What follows belongs to an exercise in optimizing a design on an open flow for small area; a production flow would make more cautious choices. The RTL was checked by simulation tests, not by an equivalence proof against the original design. Power figures rest on the tool's default switching activity, not on a simulated workload.

==> flow/design.v <==
`timescale 1ns/1ps
package cube_motor_pkg;
    localparam int QUEUE_DEPTH    = 256;
    localparam int QUEUE_AW       = 8;
    localparam int TICK_DIV       = 20;    
    localparam int STEPS_PER_MOVE = 50;
    localparam int SETTLE_TICKS   = 100;
    localparam int NUM_FACES      = 6;
    localparam int TICK_CNT_W = $clog2(TICK_DIV);
    localparam int SEQ_CNT_W  = $clog2((STEPS_PER_MOVE > SETTLE_TICKS) ?
                                       STEPS_PER_MOVE : SETTLE_TICKS);
    typedef enum logic [2:0] {
        FACE_EMPTY = 3'd0,
        FACE_TOP   = 3'd1,
        FACE_FRONT = 3'd2,
        FACE_RIGHT = 3'd3,
        FACE_BACK  = 3'd4,
        FACE_LEFT  = 3'd5,
        FACE_DOWN  = 3'd6
    } face_e;
    typedef struct packed {
        logic  ccw;     
        face_e face;
    } move_t;
    typedef enum logic [1:0] {
        PH_IDLE   = 2'd0,
        PH_TURN   = 2'd1,
        PH_SETTLE = 2'd2
    } seq_phase_e;
    typedef struct packed {
        logic                wr;
        logic [QUEUE_AW-1:0] addr;
        move_t               move;
    } queue_wr_t;
    typedef struct packed {
        logic [NUM_FACES-1:0] en_n;    
        logic                 dir;
        logic                 step;
    } motor_drive_t;
endpackage
`timescale 1ns/1ps
module step_tick_gen (
    input  logic i_clk,
    input  logic i_rst_n,
    output logic o_tick
);
    logic [cube_motor_pkg::TICK_CNT_W-1:0] cnt_r, cnt_w;
    logic                  wrap;
    assign wrap   = (cnt_r == cube_motor_pkg::TICK_CNT_W'(cube_motor_pkg::TICK_DIV - 1));
    assign o_tick = wrap;    
    always_comb begin
        if (wrap) begin
            cnt_w = '0;
        end else begin
            cnt_w = cnt_r + 1'b1;
        end
    end
    always_ff @(posedge i_clk or negedge i_rst_n) begin
        if (!i_rst_n) begin
            cnt_r <= '0;
        end else begin
            cnt_r <= cnt_w;
        end
    end
endmodule
`timescale 1ns/1ps
module move_queue_ram (
    input  logic                i_clk,
    input  logic                i_rst_n,
    input  cube_motor_pkg::queue_wr_t           i_wr,
    input  logic [cube_motor_pkg::QUEUE_AW-1:0] i_rd_addr,
    output cube_motor_pkg::move_t               o_cur_move,
    output cube_motor_pkg::move_t               o_next_move
);
    logic [3:0]                          mem_r [0:cube_motor_pkg::QUEUE_DEPTH-1];
    logic [cube_motor_pkg::QUEUE_AW-1:0] next_addr;
    assign next_addr = i_rd_addr + 1'b1;
    assign o_cur_move  = mem_r[i_rd_addr];
    assign o_next_move = mem_r[next_addr];    
    always_ff @(posedge i_clk or negedge i_rst_n) begin
        if (!i_rst_n) begin
            for (int i = 0; i < cube_motor_pkg::QUEUE_DEPTH; i++) begin
                mem_r[i] <= '0;
            end
        end else if (i_wr.wr) begin
            mem_r[i_wr.addr] <= i_wr.move;
        end
    end
endmodule
`timescale 1ns/1ps
module move_sequencer (
    input  logic                i_clk,
    input  logic                i_rst_n,
    input  logic                i_tick,
    input  logic                i_start,
    input  cube_motor_pkg::move_t               i_cur_move,
    input  cube_motor_pkg::move_t               i_next_move,
    output logic [cube_motor_pkg::QUEUE_AW-1:0] o_rd_addr,
    output cube_motor_pkg::seq_phase_e          o_phase,
    output cube_motor_pkg::move_t               o_move,
    output logic                o_step_stb,
    output logic                o_busy,
    output logic                o_done
);
    cube_motor_pkg::seq_phase_e           phase_r, phase_w;
    logic [cube_motor_pkg::QUEUE_AW-1:0]  addr_r, addr_w;
    logic [cube_motor_pkg::SEQ_CNT_W-1:0] cnt_r, cnt_w;     
    cube_motor_pkg::move_t                move_r, move_w;
    logic                 done_r, done_w;
    logic                 last_entry;
    logic                 steps_done;
    logic                 settle_done;
    assign o_rd_addr  = addr_r;
    assign o_phase    = phase_r;
    assign o_move     = move_r;
    assign o_step_stb = (phase_r == cube_motor_pkg::PH_TURN) && i_tick;
    assign o_busy     = (phase_r != cube_motor_pkg::PH_IDLE);
    assign o_done     = done_r;
    assign last_entry = (i_next_move.face == cube_motor_pkg::FACE_EMPTY) ||
                        (addr_r == cube_motor_pkg::QUEUE_AW'(cube_motor_pkg::QUEUE_DEPTH - 1));
    assign steps_done  = i_tick && (cnt_r == cube_motor_pkg::SEQ_CNT_W'(cube_motor_pkg::STEPS_PER_MOVE - 1));
    assign settle_done = i_tick && (cnt_r == cube_motor_pkg::SEQ_CNT_W'(cube_motor_pkg::SETTLE_TICKS - 1));
    always_comb begin
        phase_w = phase_r;
        addr_w  = addr_r;
        cnt_w   = cnt_r;
        move_w  = move_r;
        done_w  = 1'b0;
        case (phase_r)
            cube_motor_pkg::PH_IDLE: begin
                if (i_start) begin
                    if (i_cur_move.face == cube_motor_pkg::FACE_EMPTY) begin
                        done_w = 1'b1;    
                    end else begin
                        phase_w = cube_motor_pkg::PH_TURN;
                        move_w  = i_cur_move;
                        cnt_w   = '0;
                    end
                end
            end
            cube_motor_pkg::PH_TURN: begin
                if (steps_done) begin
                    phase_w = cube_motor_pkg::PH_SETTLE;
                    cnt_w   = '0;
                end else if (i_tick) begin
                    cnt_w = cnt_r + 1'b1;    
                end
            end
            cube_motor_pkg::PH_SETTLE: begin
                if (settle_done) begin
                    cnt_w = '0;
                    if (last_entry) begin
                        phase_w = cube_motor_pkg::PH_IDLE;
                        addr_w  = '0;
                        move_w  = '0;
                        done_w  = 1'b1;
                    end else begin
                        phase_w = cube_motor_pkg::PH_TURN;
                        addr_w  = addr_r + 1'b1;
                        move_w  = i_next_move;
                    end
                end else if (i_tick) begin
                    cnt_w = cnt_r + 1'b1;
                end
            end
            default: begin
                phase_w = cube_motor_pkg::PH_IDLE;
                addr_w  = '0;
                cnt_w   = '0;
            end
        endcase
    end
    always_ff @(posedge i_clk or negedge i_rst_n) begin
        if (!i_rst_n) begin
            phase_r <= cube_motor_pkg::PH_IDLE;
            addr_r  <= '0;
            cnt_r   <= '0;
            move_r  <= '0;
            done_r  <= 1'b0;
        end else begin
            phase_r <= phase_w;
            addr_r  <= addr_w;
            cnt_r   <= cnt_w;
            move_r  <= move_w;
            done_r  <= done_w;
        end
    end
endmodule
`timescale 1ns/1ps
module motor_drive_decode (
    input  logic         i_clk,
    input  logic         i_rst_n,
    input  cube_motor_pkg::seq_phase_e   i_phase,
    input  cube_motor_pkg::move_t        i_move,
    input  logic         i_step_stb,
    output cube_motor_pkg::motor_drive_t o_drive
);
    cube_motor_pkg::motor_drive_t drive_r, drive_w;
    assign o_drive = drive_r;
    always_comb begin
        drive_w.en_n = '1;    
        drive_w.dir  = ~i_move.ccw;
        drive_w.step = i_step_stb;
        for (int f = 0; f < cube_motor_pkg::NUM_FACES; f++) begin
            if ((i_phase == cube_motor_pkg::PH_TURN) && (3'(i_move.face) == 3'(f + 1))) begin
                drive_w.en_n[f] = 1'b0;
            end
        end
    end
    always_ff @(posedge i_clk or negedge i_rst_n) begin
        if (!i_rst_n) begin
            drive_r.en_n <= '1;
            drive_r.dir  <= 1'b1;
            drive_r.step <= 1'b0;
        end else begin
            drive_r <= drive_w;
        end
    end
endmodule
`timescale 1ns/1ps
module cube_motor_top (
    input  logic         i_clk,
    input  logic         i_rst_n,
    input  logic [12:0]  i_queue_wr,    
    input  logic         i_start,
    output logic [7:0]   o_drive,       
    output logic [3:0]   o_move,        
    output logic         o_busy,
    output logic         o_done
);
    logic                tick;
    logic [cube_motor_pkg::QUEUE_AW-1:0] rd_addr;
    cube_motor_pkg::move_t               cur_move;
    cube_motor_pkg::move_t               next_move;
    cube_motor_pkg::seq_phase_e          phase;
    logic                step_stb;
    cube_motor_pkg::queue_wr_t           queue_wr;
    cube_motor_pkg::motor_drive_t        drive;
    cube_motor_pkg::move_t               move;
    assign queue_wr = i_queue_wr;
    assign o_drive  = drive;
    assign o_move   = move;
    step_tick_gen tick0 (
        .i_clk   (i_clk),
        .i_rst_n (i_rst_n),
        .o_tick  (tick)
    );
    move_queue_ram queue0 (
        .i_clk       (i_clk),
        .i_rst_n     (i_rst_n),
        .i_wr        (queue_wr),
        .i_rd_addr   (rd_addr),
        .o_cur_move  (cur_move),
        .o_next_move (next_move)
    );
    move_sequencer seq0 (
        .i_clk       (i_clk),
        .i_rst_n     (i_rst_n),
        .i_tick      (tick),
        .i_start     (i_start),
        .i_cur_move  (cur_move),
        .i_next_move (next_move),
        .o_rd_addr   (rd_addr),
        .o_phase     (phase),
        .o_move      (move),
        .o_step_stb  (step_stb),
        .o_busy      (o_busy),
        .o_done      (o_done)
    );
    motor_drive_decode decode0 (
        .i_clk      (i_clk),
        .i_rst_n    (i_rst_n),
        .i_phase    (phase),
        .i_move     (move),
        .i_step_stb (step_stb),
        .o_drive    (drive)
    );
endmodule
==> flow/run.sh <==
#!/bin/bash
# synth_recipe.tcl (not shown) runs the flow's synth.tcl, then flattens the netlist and writes it again
# the make line also repeats each setting of config.mk as NAME=value (left out here)
make -C /OpenROAD-flow-scripts/flow DESIGN_CONFIG=/design/flow/config.mk WORK_HOME=/design/flow/orfs CLKGATE_MAP_FILE= SYNTH_SCRIPT=/design/flow/synth_recipe.tcl finish
==> flow/config.mk <==
export PLATFORM = sky130hd
export DESIGN_NAME = cube_motor_top
export DESIGN_NICKNAME = cube_motor_top
export VERILOG_FILES = /design/flow/design.v
export SDC_FILE = /design/flow/constraint.sdc
export NUM_CORES = 8
export LEC_CHECK = 0
export CAP_MARGIN = 20
export CORE_MARGIN = 2
export CORE_UTILIZATION = 20
export GPL_ROUTABILITY_DRIVEN = 1
export PLACE_DENSITY = 0.3
export SLEW_MARGIN = 20
==> flow/constraint.sdc <==
create_clock -name core_clock -period 10.0 [get_ports {i_clk}]
set_input_delay 2.0000 -clock core_clock [delete_from_list [all_inputs] [get_ports {i_clk}]]
set_output_delay 2.0000 -clock core_clock [all_outputs]
set_load 0.01 [all_outputs]
==> impl_metrics.tcl <==
set metrics [dict create \
    status "finished clean" \
    numCtsBuffers 141 \
    ff2ff_setup_slack_ns 1.55 \
    pwr_density_cell_mw_per_mm2 151 \
    syn-instance-count 5795 \
    yosys_warnings 5 \
    startpoint_type "flip-flop" \
    cts-resized-gates 0 \
    endpoint "seq0.move_r[3]" \
    cts_htree_levels 4 \
    gp_congestion 1.18 \
    max_stage_delay_ns 0.98 \
    die_y_um 554 \
    maxSlewHeadroom_pct 3.61 \
    worst-path-max-fanout 26 \
    via_per_inst 7.27 \
    synth.distinct_cells 99 \
    holdBufCountCts 0 \
    crit_arrival_ns 9.27 \
    ys_seq_area_share_pct 43.8 \
    synth_area_mm2 0.0606 \
    final_area_mm2 0.0745 \
    drt_wl_total_um 840000 \
    synth_flop_cell "dfrtp_1" \
    reg2reg_to "seq0.move_r[3]" \
    hold_class "flip-flop to flip-flop" \
    finalSetupViolCount 0 \
    grt_pass1_wl_um 994000 \
    path_buf_inv 4 \
    rr_worst_depth 16 \
    cp_cell_sequence "inv_1, ha_4, buf_4, or3b_4, buf_4, nor2_1, a32oi_1, nand4_1, a211oi_1, nand4_1, nor4b_2, buf_4, a2bb2oi_2, o211ai_1, a211oi_1, a21oi_1" \
    io_buffer_count 29 \
    finalCritPeriodShare_pct 84.5 \
    cp.depth 16 \
    multi_input_area_mm2 0.0327 \
    synth-edff-count 0 \
    skew_ns 0.102 \
    maxClockFrequency_ghz 0.118 \
    worst_pin_slew_ns 1.45 \
    final.fill_count 32300 \
    grt_max_degree 148 \
    ctsLongestPathBuffers 4 \
    crit_type "flip-flop to flip-flop" \
    grt.overflow.total 0 \
    fin_setup_tns_ns 0 \
    post_dp_cell_area_mm2 0.0690 \
    grt_pass1_vias 63300 \
    final_hold_viol_count 0 \
    clk_latency_ns 0.92 \
    slowest_stage "a211oi_1" \
    die_w_um 554 \
    io_pins 30 \
    ff_latch_area_mm2 0.0265 \
    die_area_mm2 0.307 \
    final_nets 5991 \
    route.vias.total 74600 \
    syn2layout_area_growth_pct 22.9 \
    cts_tree "built" \
    core_mm2 0.302 \
    start_util_pct 20.1 \
    routedWlPerCell_um 81.8 \
    first_pass_iters 12 \
    cts-root-buf "clkbuf_16" \
    cts_sinks 1059 \
    synthArstFlopShare_pct 100 \
    drive_gt1_share_pct 34.5 \
    post_cts_buffers 0 \
    hpwl_um 665000 \
    required_ns 10.82 \
    p_leak_nw 30.0 \
    antenna_found_initial 276 \
    synth-seq-cells 1059 \
    ant_nets 0 \
    drc_errors 0 \
    synth_nets 5822 \
    drt_iter0_markers 14600 \
    period_needed_ns 8.45 \
    grt.total_usage_pct 53.2 \
    r2r-start "seq0.addr_r[1]" \
    crit_top_cell "buf_4" \
    path_delay_family "simple AND/OR/NAND/NOR gates" \
    clkTransAtPathRegs_ns 0.07 \
    rsz0062_at_grt "no" \
    startpoint "seq0.addr_r[1]" \
    max_cap_violations 0 \
    fp-row-count 202 \
    end_kind "flip-flop" \
    drv_slew 0 \
    ir_drop_mv 0.113 \
    synth.avg_cell_area_um2 10.5 \
    post-route-util_pct 24.7 \
]
state kept, by name (all words and copies together) (netlist names):
register / flops
queue0.mem_r: 1024
decode0.drive_r: 8
seq0.addr_r: 8
seq0.cnt_r: 7
tick0.cnt_r: 5
seq0.move_r: 4
seq0.phase_r: 2
seq0.done_r: 1
synthesized netlist by cell type (all sizes together) (34+ instances only):
library cell	number	area (µm²)
mux2	1053	11900
dfrtp	1052	26300
a22oi	427	3210
nor2	369	1390
clkbuf	355	1340
nand2	319	1200
nand3	255	1280
buf	214	1140
a21oi	183	927
o22ai	164	1040
a32oi	156	1370
o21ai	133	696
nand4	88	557
a22o	84	736
nor3	82	415
nor4	69	444
a31oi	58	378
and3	53	332
a222oi	52	521
mux2i	48	497
a32o	38	380
a221oi	34	298
worst min-delay path by stage:
stage	from	endpoint	slack, ns	cells past startpoint
4_1_cts	seq0.move_r[3]	decode0.drive_r[1]	0.44	1
2_1_floorplan	tick0.cnt_r[0]	tick0.cnt_r[0]	0.43	1
6_report	seq0.move_r[3]	decode0.drive_r[1]	0.45	1
3_3_place_gp	seq0.move_r[3]	decode0.drive_r[1]	0.43	1
3_5_place_dp	seq0.move_r[3]	decode0.drive_r[1]	0.42	1
5_1_grt	seq0.move_r[3]	decode0.drive_r[1]	0.45	1
layer usage:
layer | part of all wire, % | vias up | global-route usage (%)
met3 | 13 | 2858 | 28.9
met2 | 38 | 8081 | 69.9
li1 | - | 23200 | -
met5 | 0.14 | - | 1.39
met4 | 11 | 48 | 48.8
met1 | 38 | 40400 | 60.5
layout by cell type, fill, tap and decap left out, types with 18 or more instances in the layout:
master           Yosys  layout
a21oi_1            180     164
a221oi_1            34      32
a222oi_1            52      52
a22o_1              84      84
a22oi_1            427     420
a311oi_1            20      19
a31oi_1             57      53
a32o_1              38      38
a32oi_1            156     156
and3_1              53      50
buf_12               0      31
buf_4               14     517
clkbuf_1           353      23
clkbuf_16            0     142
clkbuf_8             0      35
clkdlybuf4s50_1      0      23
dfrtp_1           1052    1046
diode_2              0     222
inv_1               23      22
mux2_2            1052    1052
mux2i_1             46      44
nand2_1            318     301
nand2_2              1      18
nand2b_1            20      19
nand3_1            255     248
nand4_1             87      87
nor2_1             369     345
nor2b_1             33      25
nor3_1              81      68
nor4_1              67      56
o211ai_1            30      30
o21ai_0            117     111
o22ai_1            161     155
o32ai_1             29      24
or4_1               31      30
cells by family (layout without fill, tap and decap cells):
group           count (synthesis)  count (layout)  share of synthesized area (%)
compound gates               1575            1575                           19.3
xor+xnor                        2               2                         0.0289
fa+ha+maj                      11              11                          0.227
buf+inv                       595             862                           4.26
flops                        1059            1059                           43.8
mux                          1101            1101                           20.4
other cells                     0             222                              0
simple gates                 1452            1452                           12.0
report_power, final:
group	total, mW	internal [mW]	switching (mW)
logic	0.703	0.222	0.481
registers	5.22	4.47	0.746
clock network	5.29	3.00	2.30
area by class of cell:
| type | count | area share [%] |
|---|---|---|
| inverter | 26 | 0.133 |
| multi-input combinational | 4141 | 43.9 |
| sequential | 1059 | 35.6 |
| clock inverter | 41 | 0.667 |
| tap | 3978 | 6.68 |
| timing repair buffer | 595 | 6.72 |
| clock buffer | 200 | 5.53 |
| antenna | 222 | 0.746 |
metrics by stage:
step | setup WS, ns | std cells | hold WS (ns) | power, mW
floorplan | 6.24 | 5795 | 0.433 | 4.95
global placement | 0.0441 | 9769 | 0.427 | 5.88
detailed placement | 2.23 | 9784 | 0.422 | 5.88
CTS | 2.20 | 10000 | 0.440 | 11.2
global route | 1.92 | 10100 | 0.452 | 11.4
finish | 1.55 | 10300 | 0.448 | 11.2

[separate check: timing with driven ports]
The flow's constraints put no driver on any port. The routed layout listed below was extracted and timed again, unchanged, in two steps.
Step 1 sets driving cells, clkbuf_16 on the clock port and buf_2 on the other inputs (assumed; they add their load-dependent delay and slew).
Step 2 times the ports against the registers' clock, not the clock port: input delays grow and output delays shrink by t, the midpoint of the rising clock arrivals with the driver on.
Three values: no drivers, after step 1, after step 2; two values: the first two.
t, ns: 0.988
setup WS [ns]: 1.554 / 1.554 / 1.554
worst register clock-pin slew, ns: 0.08 / 0.08
After both steps setup and hold are still met in this run. For this run, drivers alone change the setup slack by 0.000 ns; drivers and shift together by 0.000 ns.
